This design comes from an exercise in tuning for small area on the open sky130 flow, not from production work.
Where RTL was checked, it was by simulation tests only, not by an equivalence proof against the original.

==> inputs of v26 <==
## cache_top
module cache_top (
    input  logic                                clk,
    input  logic                                rst_n,
    input  logic                                proc_req_i,
    input  logic [cache_pkg::ADDR_WIDTH-1:0]    proc_addr_i,
    input  logic                                proc_we_i,
    input  logic [cache_pkg::BE_WIDTH-1:0]      proc_be_i,
    input  logic [cache_pkg::DATA_WIDTH-1:0]    proc_wdata_i,
    output logic                                proc_gnt_o,
    output logic                                proc_rvalid_o,
    output logic [cache_pkg::DATA_WIDTH-1:0]    proc_rdata_o,
    output logic                                mem_req_o,
    output logic [cache_pkg::ADDR_WIDTH-1:0]    mem_addr_o,
    output logic                                mem_we_o,
    output logic [cache_pkg::BE_WIDTH-1:0]      mem_be_o,
    output logic [cache_pkg::DATA_WIDTH-1:0]    mem_wdata_o,
    input  logic                                mem_gnt_i,
    input  logic                                mem_rvalid_i,
    input  logic [cache_pkg::DATA_WIDTH-1:0]    mem_rdata_i,
    output logic [cache_pkg::COUNT_WIDTH-1:0]   hit_count_o,
    output logic [cache_pkg::COUNT_WIDTH-1:0]   miss_count_o,
    output logic [cache_pkg::COUNT_WIDTH-1:0]   mem_txn_count_o
);
Settings: LEC_CHECK=0, ABC_AREA=1, CAP_MARGIN=20, CORE_MARGIN=2, CORE_UTILIZATION=65, PLACE_DENSITY=0.75, SLEW_MARGIN=20; clock period 5.0 ns.
standard.sh (not shown) runs the stock make flow with config.mk's settings and CLKGATE_MAP_FILE= SYNTH_SCRIPT=/design/flow/synth_recipe.tcl, a recipe that flattens the netlist after the stock synthesis.
==> flow/flow/run.sh <==
#!/bin/bash
# Own layout flow: the standard ORFS flow (standard.sh, unchanged synthesis)
# with two changes that only affect how the layout is built:
#  - every port still gets its own buffer, but a buf_1 instead of ORFS's
#    default pick (clkdlybuf4s50_1), which is plenty for the 10 fF port loads;
#  - clock tree built from clkbuf_8 with larger sink clusters and without
#    dummy balancing loads.
# Each tool's full output is in orfs/logs/ (ORFS writes one log per step);
# the make output itself goes to flow_make.log.
set -euo pipefail
export BUFFER_PORTS_ARGS="-buffer_cell sky130_fd_sc_hd__buf_1"
export CTS_ARGS="-sink_clustering_enable -repair_clock_nets -dont_use_dummy_load -buf_list {sky130_fd_sc_hd__clkbuf_8} -sink_clustering_size 20 -sink_clustering_max_diameter 60"
bash standard.sh finish > flow_make.log 2>&1
==> v14: changes against v26 <==
==> flow/design.v (replaced) <==
package cache_pkg;
    localparam int ADDR_WIDTH   = 16;
    localparam int DATA_WIDTH   = 32;
    localparam int BE_WIDTH     = DATA_WIDTH / 8;
    localparam int NUM_WAYS     = 2;
    localparam int NUM_SETS     = 8;
    localparam int INDEX_WIDTH  = 3;
    localparam int OFFSET_WIDTH = 2;
    localparam int TAG_WIDTH    = ADDR_WIDTH - INDEX_WIDTH - OFFSET_WIDTH;
    localparam int COUNT_WIDTH  = 32;
    typedef struct packed {
        logic [TAG_WIDTH-1:0]    tag;
        logic [INDEX_WIDTH-1:0]  index;
        logic [OFFSET_WIDTH-1:0] offset;
    } cache_addr_fields_t;
    typedef union packed {
        logic [ADDR_WIDTH-1:0] word;
        cache_addr_fields_t    fields;
    } cache_addr_t;
    typedef enum logic [2:0] {
        IDLE,
        LOOKUP,
        HIT_RESP,
        WB_REQ,
        WB_WAIT,
        FILL_REQ,
        FILL_WAIT,
        RESP
    } ctrl_state_t;
endpackage
`timescale 1ns/1ps
module cache_top (
    input  logic                                clk,
    input  logic                                rst_n,
    input  logic                                proc_req_i,
    input  logic [cache_pkg::ADDR_WIDTH-1:0]    proc_addr_i,
    input  logic                                proc_we_i,
    input  logic [cache_pkg::BE_WIDTH-1:0]      proc_be_i,
    input  logic [cache_pkg::DATA_WIDTH-1:0]    proc_wdata_i,
    output logic                                proc_gnt_o,
    output logic                                proc_rvalid_o,
    output logic [cache_pkg::DATA_WIDTH-1:0]    proc_rdata_o,
    output logic                                mem_req_o,
    output logic [cache_pkg::ADDR_WIDTH-1:0]    mem_addr_o,
    output logic                                mem_we_o,
    output logic [cache_pkg::BE_WIDTH-1:0]      mem_be_o,
    output logic [cache_pkg::DATA_WIDTH-1:0]    mem_wdata_o,
    input  logic                                mem_gnt_i,
    input  logic                                mem_rvalid_i,
    input  logic [cache_pkg::DATA_WIDTH-1:0]    mem_rdata_i,
    output logic [cache_pkg::COUNT_WIDTH-1:0]   hit_count_o,
    output logic [cache_pkg::COUNT_WIDTH-1:0]   miss_count_o,
    output logic [cache_pkg::COUNT_WIDTH-1:0]   mem_txn_count_o
);
    localparam int TW = 11;                  
    localparam int LW = TW + 32 + 2;         
    localparam int NL = 16;                  
    localparam int L_S   = 0;
    localparam int L_D   = 1;
    localparam int L_DAT = 2;
    localparam int L_TAG = 34;
    localparam logic [2:0] S_LOOK   = 3'd0;    
    localparam logic [2:0] S_CAPT   = 3'd1;    
    localparam logic [2:0] S_WBREQ  = 3'd2;
    localparam logic [2:0] S_WBWAIT = 3'd3;
    localparam logic [2:0] S_RDREQ  = 3'd4;
    localparam logic [2:0] S_RDWAIT = 3'd5;
    localparam logic [2:0] S_FILL   = 3'd6;    
    localparam logic [2:0] S_ACT1   = 3'd7;    
    logic [NL*LW-1:0]   ring;
    logic [3:0]         ph;
    logic               clr;
    logic [2:0]         st;
    logic               cnt;         
    logic               way;         
    logic               vdirty;
    logic [31:0]        buff;
    logic [TW-1:0]      vtag;
    logic               hit_e, miss_e, txn_e;
    logic [31:0]        hit_q, miss_q, txn_q;
    logic [LW-1:0]      hd;          
    logic [LW-1:0]      nx;          
    logic [LW-1:0]      ins;         
    logic [TW-1:0]      ptag;
    logic [2:0]         pidx;
    logic               at_set;
    logic               look;
    logic               hit0, hit1, hit;
    logic               vw;
    logic               act0;
    logic               fill_wr;
    logic               data_wr;
    logic               s_wr;
    logic               s_new;
    assign hd   = ring[NL*LW-1 -: LW];
    assign nx   = ring[(NL-1)*LW-1 -: LW];
    assign ptag = proc_addr_i[15:5];
    assign pidx = proc_addr_i[4:2];
    assign at_set = (ph == {pidx, 1'b0});
    assign look   = (st == S_LOOK) && proc_req_i && !clr && at_set;
    assign hit0 = (hd[L_S] | nx[L_S]) && (hd[L_TAG +: TW] == ptag);
    assign hit1 = nx[L_S] && (nx[L_TAG +: TW] == ptag);
    assign hit  = hit0 | hit1;
    assign vw   = hd[L_S] ^ nx[L_S];
    assign act0    = look && cnt;
    assign fill_wr = (st == S_FILL) && (ph == {pidx, way});
    assign data_wr = (act0 && !way) || (st == S_ACT1);
    assign s_wr    = act0 || (fill_wr && way);
    assign s_new   = way | !nx[L_S];
    always_comb
    begin
        ins = hd;
        if (fill_wr)
        begin
            ins[L_TAG +: TW] = ptag;
            ins[L_DAT +: 32] = buff;
            ins[L_D]         = 1'b0;
        end
        if (data_wr && proc_we_i)
        begin
            for (int b = 0; b < 4; b++)
                if (proc_be_i[b])
                    ins[L_DAT + 8*b +: 8] = proc_wdata_i[8*b +: 8];
            ins[L_D] = 1'b1;
        end
        if (s_wr)
            ins[L_S] = s_new;
        if (clr)
            ins[L_S] = 1'b0;
    end
    always_ff @(posedge clk)
        ring <= {ring[(NL-1)*LW-1:0], ins};
    always_ff @(posedge clk)
    begin
        if (!rst_n)
        begin
            ph     <= '0;
            clr    <= 1'b1;
            st     <= S_LOOK;
            cnt    <= 1'b0;
            hit_e  <= 1'b0;
            miss_e <= 1'b0;
            txn_e  <= 1'b0;
        end
        else
        begin
            ph     <= ph + 1'b1;
            if (ph == 4'd15)
                clr <= 1'b0;
            hit_e  <= look && !cnt && hit;
            miss_e <= look && !cnt && !hit;
            txn_e  <= mem_req_o && mem_gnt_i;
            case (st)
                S_LOOK:
                begin
                    if (look)
                    begin
                        if (!cnt)
                        begin
                            cnt <= 1'b1;
                            if (!hit)
                                st <= S_CAPT;
                        end
                        else if (way)
                            st <= S_ACT1;
                        else
                            cnt <= 1'b0;
                    end
                end
                S_CAPT:
                    st <= vdirty ? S_WBREQ : S_RDREQ;
                S_WBREQ:
                    if (mem_gnt_i)
                        st <= S_WBWAIT;
                S_WBWAIT:
                    if (mem_rvalid_i)
                        st <= S_RDREQ;
                S_RDREQ:
                    if (mem_gnt_i)
                        st <= S_RDWAIT;
                S_RDWAIT:
                    if (mem_rvalid_i)
                        st <= S_FILL;
                S_FILL:
                    if (fill_wr)
                        st <= S_LOOK;
                S_ACT1:
                begin
                    cnt <= 1'b0;
                    st  <= S_LOOK;
                end
            endcase
        end
    end
    always_ff @(posedge clk)
    begin
        if (look && !cnt)
        begin
            way    <= hit ? hit1 : vw;
            vdirty <= vw ? (nx[L_S] & nx[L_D]) : ((hd[L_S] | nx[L_S]) & hd[L_D]);
        end
        if ((look && !cnt && !hit && !vw) || (st == S_CAPT && way))
        begin
            buff <= hd[L_DAT +: 32];
            vtag <= hd[L_TAG +: TW];
        end
        if (st == S_RDWAIT && mem_rvalid_i)
            buff <= mem_rdata_i;
    end
    assign proc_gnt_o    = (act0 && !way) || (st == S_ACT1);
    assign proc_rvalid_o = proc_gnt_o;
    assign proc_rdata_o  = proc_we_i ? '0 : hd[L_DAT +: 32];
    assign mem_req_o   = (st == S_WBREQ) || (st == S_RDREQ);
    assign mem_we_o    = (st == S_WBREQ);
    assign mem_addr_o  = {mem_we_o ? vtag : ptag, pidx, 2'b00};
    assign mem_be_o    = '1;
    assign mem_wdata_o = buff;
    always_ff @(posedge clk)
    begin
        if (!rst_n)
        begin
            hit_q  <= '0;
            miss_q <= '0;
            txn_q  <= '0;
        end
        else
        begin
            if (hit_e && hit_q != '1)
                hit_q <= hit_q + 1'b1;
            if (miss_e && miss_q != '1)
                miss_q <= miss_q + 1'b1;
            if (txn_e && txn_q != '1)
                txn_q <= txn_q + 1'b1;
        end
    end
    assign hit_count_o     = hit_q;
    assign miss_count_o    = miss_q;
    assign mem_txn_count_o = txn_q;
endmodule
==> flow/run.sh (new file) <==
#!/bin/bash
# synth_recipe.tcl (not shown) runs the flow's synth.tcl, then flattens the netlist and writes it again
# the make line also repeats each setting of config.mk as NAME=value (left out here)
make -C /OpenROAD-flow-scripts/flow DESIGN_CONFIG=/design/flow/config.mk WORK_HOME=/design/flow/orfs CLKGATE_MAP_FILE= SYNTH_SCRIPT=/design/flow/synth_recipe.tcl finish
- CORE_UTILIZATION: 65 -> 40
- PLACE_DENSITY: 0.75 -> unset
removed: flow/flow/run.sh
removed: flow/standard.sh
==> flow_summary.json <==
{
  "m1WireLength_mm": 17.7,
  "finish.utilization_pct": 71.9,
  "use_met1_pct": 28.3,
  "buffers": 270,
  "antenna_cells": 0,
  "met2WireLength_mm": 17.6,
  "critPathMostFrequentCell": "ha_1",
  "totalWireLength_mm": 38.2,
  "crit_buf_inv": 1,
  "ys_seq_elements": 875,
  "path_cells": "nand4_1 -> nor4_1 -> a21boi_0 -> nand2_1 -> inv_1 -> ha_1 -> ha_1 -> ha_1 -> ha_1 -> ha_1 -> ha_1 -> ha_1 -> ha_1 -> ha_1 -> ha_1 -> ha_1 -> ha_1 -> ha_1 -> ha_1 -> ha_1 -> xnor2_1 -> nor2_1",
  "dpl.hpwl_mm": 25.9,
  "outcome": "finished clean",
  "finalNetCount": 2313,
  "fin_cells": 2584,
  "area_delta_synth_final_pct": 8.89
}
(the above is from v26)
==> flow_summary.json <==
{
  "outcome": "finished clean",
  "buffers": 272,
  "ys_seq_elements": 873,
  "met2WireLength_mm": 22.5,
  "finish.utilization_pct": 50.9,
  "totalWireLength_mm": 50.1,
  "antenna_cells": 1,
  "crit_buf_inv": 3,
  "dpl.hpwl_mm": 33.6,
  "finalNetCount": 2652
}
(the above is from v14)
Function not checked in v26: the RTL went through the layout flow alone.

re-timing with driven ports:
Ports are ideal in the flow. The routed layouts listed here were re-timed in OpenROAD. Step 1 assumes that a clkbuf_16 drives the clock port and a buf_2 every other input. Step 2 times the ports against the registers' clock, not the clock port: input delays grow and output delays shrink by t, the midpoint of the rising clock arrivals with the driver on. Slacks: no drivers / after step 1 / after step 2; pairs: no drivers / after step 1.
run | t (ns) | setup slack, ns | worst data-port slew with drivers (ns)
v26 | 0.686 | 0.687 / 0.687 / 0.687 | 0.07
v14 | 0.674 | 0.854 / 0.825 / 0.825 | 0.09
After both steps setup and hold are still met in every run listed. The setup slack of v14, which loses most, moves by -0.029 ns with the drivers and by -0.029 ns with both steps.
